Source: an optimization exercise on an open RTL-to-GDS flow (aim: small area and a short achievable clock period). Production flows keep margins and buffers that such runs may drop.
Where RTL was checked, it was by simulation tests only, not by an equivalence proof against the original.

== main ==
## adpll_ctrl
module adpll_ctrl (
   input  logic         clk,
   input  logic         rst_accum_all,
   input  logic [25:0]  fcw,
   input  logic [1:0]   adpll_mode,
   input  logic [11:0]  tdc_word,
   input  logic [29:0]  coefs,
   input  logic [23:0]  test,
   output logic [20:0]  dco_words,
   output logic [2:0]   pwr,
   output logic         channel_lock,
   output logic         channel_sat
);
==> module lf_add, before the edit <==
module lf_add #(
   parameter int W    = 27,
   parameter int ARCH = 0
) (
   input  logic [W-1:0] a,
   input  logic [W-1:0] b,
   input  logic         ci,
   output logic [W-1:0] s,
   output logic [W:0]   c       
);
   localparam int LG = $clog2(W);
   logic [W-1:0] g, p;
   assign g = a & b;
   assign p = a ^ b;
   if (ARCH == 0) begin : g_tool
      logic [W:0] sum;
      assign sum = {1'b0, a} + {1'b0, b} + {{W{1'b0}}, ci};
      assign s   = sum[W-1:0];
      assign c   = {sum[W], sum[W-1:0] ^ a ^ b};
   end else if (ARCH == 1) begin : g_rca
      assign c[0] = ci;
      for (genvar i = 0; i < W; i++) begin : g_bit
         assign c[i+1] = g[i] | (p[i] & c[i]);
      end
      assign s = p ^ c[W-1:0];
   end else begin : g_pre
      logic [W-1:0] gg [0:2*LG];
      logic [W-1:0] pp [0:2*LG];
      assign gg[0] = {g[W-1:1], g[0] | (p[0] & ci)};
      assign pp[0] = p;
      if (ARCH == 2) begin : g_bk
         for (genvar l = 0; l < LG; l++) begin : g_up
            for (genvar i = 0; i < W; i++) begin : g_bit
               if ((i % (2 << l)) == (2 << l) - 1) begin : g_n
                  assign gg[l+1][i] = gg[l][i] | (pp[l][i] & gg[l][i-(1<<l)]);
                  assign pp[l+1][i] = pp[l][i] & pp[l][i-(1<<l)];
               end else begin : g_w
                  assign gg[l+1][i] = gg[l][i];
                  assign pp[l+1][i] = pp[l][i];
               end
            end
         end
         for (genvar k = 0; k < LG; k++) begin : g_dn
            localparam int L = LG - 1 - k;    
            for (genvar i = 0; i < W; i++) begin : g_bit
               if (i >= (3 << L) - 1 && ((i - ((3 << L) - 1)) % (2 << L)) == 0 && L < LG - 1) begin : g_n
                  assign gg[LG+k+1][i] = gg[LG+k][i] | (pp[LG+k][i] & gg[LG+k][i-(1<<L)]);
                  assign pp[LG+k+1][i] = pp[LG+k][i] & pp[LG+k][i-(1<<L)];
               end else begin : g_w
                  assign gg[LG+k+1][i] = gg[LG+k][i];
                  assign pp[LG+k+1][i] = pp[LG+k][i];
               end
            end
         end
      end else begin : g_sk
         for (genvar l = 0; l < LG; l++) begin : g_lv
            for (genvar i = 0; i < W; i++) begin : g_bit
               if ((i >> l) & 1) begin : g_n
                  assign gg[l+1][i] = gg[l][i] | (pp[l][i] & gg[l][((i >> l) << l) - 1]);
                  assign pp[l+1][i] = pp[l][i] & pp[l][((i >> l) << l) - 1];
               end else begin : g_w
                  assign gg[l+1][i] = gg[l][i];
                  assign pp[l+1][i] = pp[l][i];
               end
            end
         end
         for (genvar k = LG; k < 2*LG; k++) begin : g_pad
            assign gg[k+1] = gg[k];
            assign pp[k+1] = pp[k];
         end
      end
      assign c = {gg[2*LG], ci};
      assign s = p ^ c[W-1:0];
   end
endmodule
==> module adpll_ctrl, before the edit <==
module adpll_ctrl (
   input  logic         clk,
   input  logic         rst_accum_all,
   input  logic [25:0]  fcw,
   input  logic [1:0]   adpll_mode,
   input  logic [11:0]  tdc_word,
   input  logic [29:0]  coefs,
   input  logic [23:0]  test,
   output logic [20:0]  dco_words,
   output logic [2:0]   pwr,
   output logic         channel_lock,
   output logic         channel_sat
);
   adpll_types_pkg::adpll_mode_e           adpll_mode_t;
   adpll_types_pkg::coef_regs_s            coefs_t;
   adpll_types_pkg::test_ctrl_s            test_t;
   adpll_types_pkg::bank_words_s           dco_words_t;
   adpll_types_pkg::pwr_ctrl_s             pwr_t;
   assign adpll_mode_t = adpll_types_pkg::adpll_mode_e'(adpll_mode);
   assign coefs_t      = coefs;
   assign test_t       = test;
   assign dco_words    = dco_words_t;
   assign pwr          = pwr_t;
   logic                                   st_cl, st_cm, st_cs, mode_test;
   adpll_types_pkg::filt_cfg_s             filt;
   logic signed [4:0]                      fixed_l;
   logic signed [7:0]                      fixed_m;
   adpll_types_pkg::pwr_ctrl_s             pwr_seq;
   logic                                   accum_clr;
   logic                                   ld_en, ld_clr;
   logic                                   lock_seen;
   logic signed [7:0]                      lock_word;
   logic signed [adpll_cfg_pkg::OTWW-1:0]  otw_round;
   logic signed [7:0]                      otw_sat;
   assign mode_test = (adpll_mode_t == adpll_types_pkg::MODE_TEST);
   loop_filter #(
      .A_ACC(2), .A_R(2), .A_IIR(2), .A_INT(2), .A_NTW(2)
   ) loop_filter0 (
      .clk(clk), .rst_accum_all(rst_accum_all), .accum_clr(accum_clr),
      .fcw(fcw), .tdc_word(tdc_word), .filt(filt), .otw_round(otw_round)
   );
   acq_sequencer acq_sequencer0 (
      .clk(clk), .rst_accum_all(rst_accum_all), .fcw(fcw), .mode(adpll_mode_t),
      .coefs(coefs_t), .lock_seen(lock_seen), .lock_word(lock_word),
      .st_cl(st_cl), .st_cm(st_cm), .st_cs(st_cs),
      .filt(filt), .accum_clr(accum_clr), .ld_en(ld_en), .ld_clr(ld_clr),
      .fixed_l(fixed_l), .fixed_m(fixed_m), .pwr(pwr_seq), .channel_lock(channel_lock)
   );
   freq_lock_detector freq_lock_detector0 (
      .clk(clk), .rst_accum_all(rst_accum_all), .ld_en(ld_en), .ld_clr(ld_clr),
      .st_cl(st_cl), .otw_sat(otw_sat), .lock_seen(lock_seen), .lock_word(lock_word)
   );
   bank_word_combiner bank_word_combiner0 (
      .st_cl(st_cl), .st_cm(st_cm), .st_cs(st_cs), .mode_test(mode_test),
      .accum_clr(accum_clr), .otw_round(otw_round),
      .fixed_l(fixed_l), .fixed_m(fixed_m), .test(test_t), .otw_sat(otw_sat),
      .dco_words(dco_words_t), .channel_sat(channel_sat)
   );
   assign pwr_t = mode_test ? test_t.pd : pwr_seq;
endmodule
clock: 33.0 ns
lec_check: 0
abc_area: 1
cap_margin: 20
core_margin: 2
core_utilization: 40
slew_margin: 20
run.sh (not shown) runs the stock make flow with config.mk's settings and CLKGATE_MAP_FILE= SYNTH_SCRIPT=/design/flow/synth_recipe.tcl, a recipe that flattens the netlist after the stock synthesis.
In summary, main completed successfully, with a layout that passed the timing, DRC and antenna checks.
The inputs of the feature branch differ from those of main as listed below.
diff --git a/flow/design.v b/flow/design.v
--- a/flow/design.v
+++ b/flow/design.v
@@ -77,9 +77,9 @@
    input  logic         ci,
    output logic [W-1:0] s,
    output logic [W:0]   c       
 );
-   localparam int LG = $clog2(W);
+   localparam int LG = (W > 16) ? 5 : (W > 8) ? 4 : (W > 4) ? 3 : (W > 2) ? 2 : 1;
    logic [W-1:0] g, p;
    assign g = a & b;
    assign p = a ^ b;
    if (ARCH == 0) begin : g_tool
@@ -488,9 +488,9 @@
    logic signed [adpll_cfg_pkg::OTWW-1:0]  otw_round;
    logic signed [7:0]                      otw_sat;
    assign mode_test = (adpll_mode_t == adpll_types_pkg::MODE_TEST);
    loop_filter #(
-      .A_ACC(2), .A_R(2), .A_IIR(2), .A_INT(2), .A_NTW(2)
+      .A_ACC(0), .A_R(0), .A_IIR(0), .A_INT(0), .A_NTW(0)
    ) loop_filter0 (
       .clk(clk), .rst_accum_all(rst_accum_all), .accum_clr(accum_clr),
       .fcw(fcw), .tdc_word(tdc_word), .filt(filt), .otw_round(otw_round)
    );
- Count of clock-buffer cells in the layout shrinks by a few percent when moving from main to the feature branch.
- From main to the feature branch the numbers moved as follows: layout-stage area growth over the synthesis result lost 10 points.
- Against main, the feature branch reports a adder-cell share of the synthesized area that is lower.
- main fits on a die that is smaller than the die of the feature branch.
Function not checked in main: the RTL went through the layout flow alone.

what the ideal ports hide:
How much do the figures lean on ideal ports? The routed layouts below were timed once more, with nothing changed but the port constraints. Step 1 assumes that a clkbuf_16 drives the clock port and a buf_2 every other input. Step 2 moves the port delays by t, midway between the first and last clock arrival at a register: inputs arrive t later, outputs are due t later. That takes back most of the time a late clock gives input paths. a / b / c = ideal / step 1 / step 2; a / b = the first two.
run | t, ns | slack for setup (ns) | worst setup path at the end | clock arrival spread, ns | cell pins on the clock port's net
main | 0.655 | 1.231 / 1.199 / 1.199 | input to output | 0.016 / 0.016 | 1
the feature branch | 0.665 | 1.464 / 1.438 / 1.438 | input to output | 0.021 / 0.020 | 1
After both steps setup and hold are still met in every run listed. The setup slack of main, which loses most, moves by -0.032 ns with the drivers and by -0.032 ns with both steps.
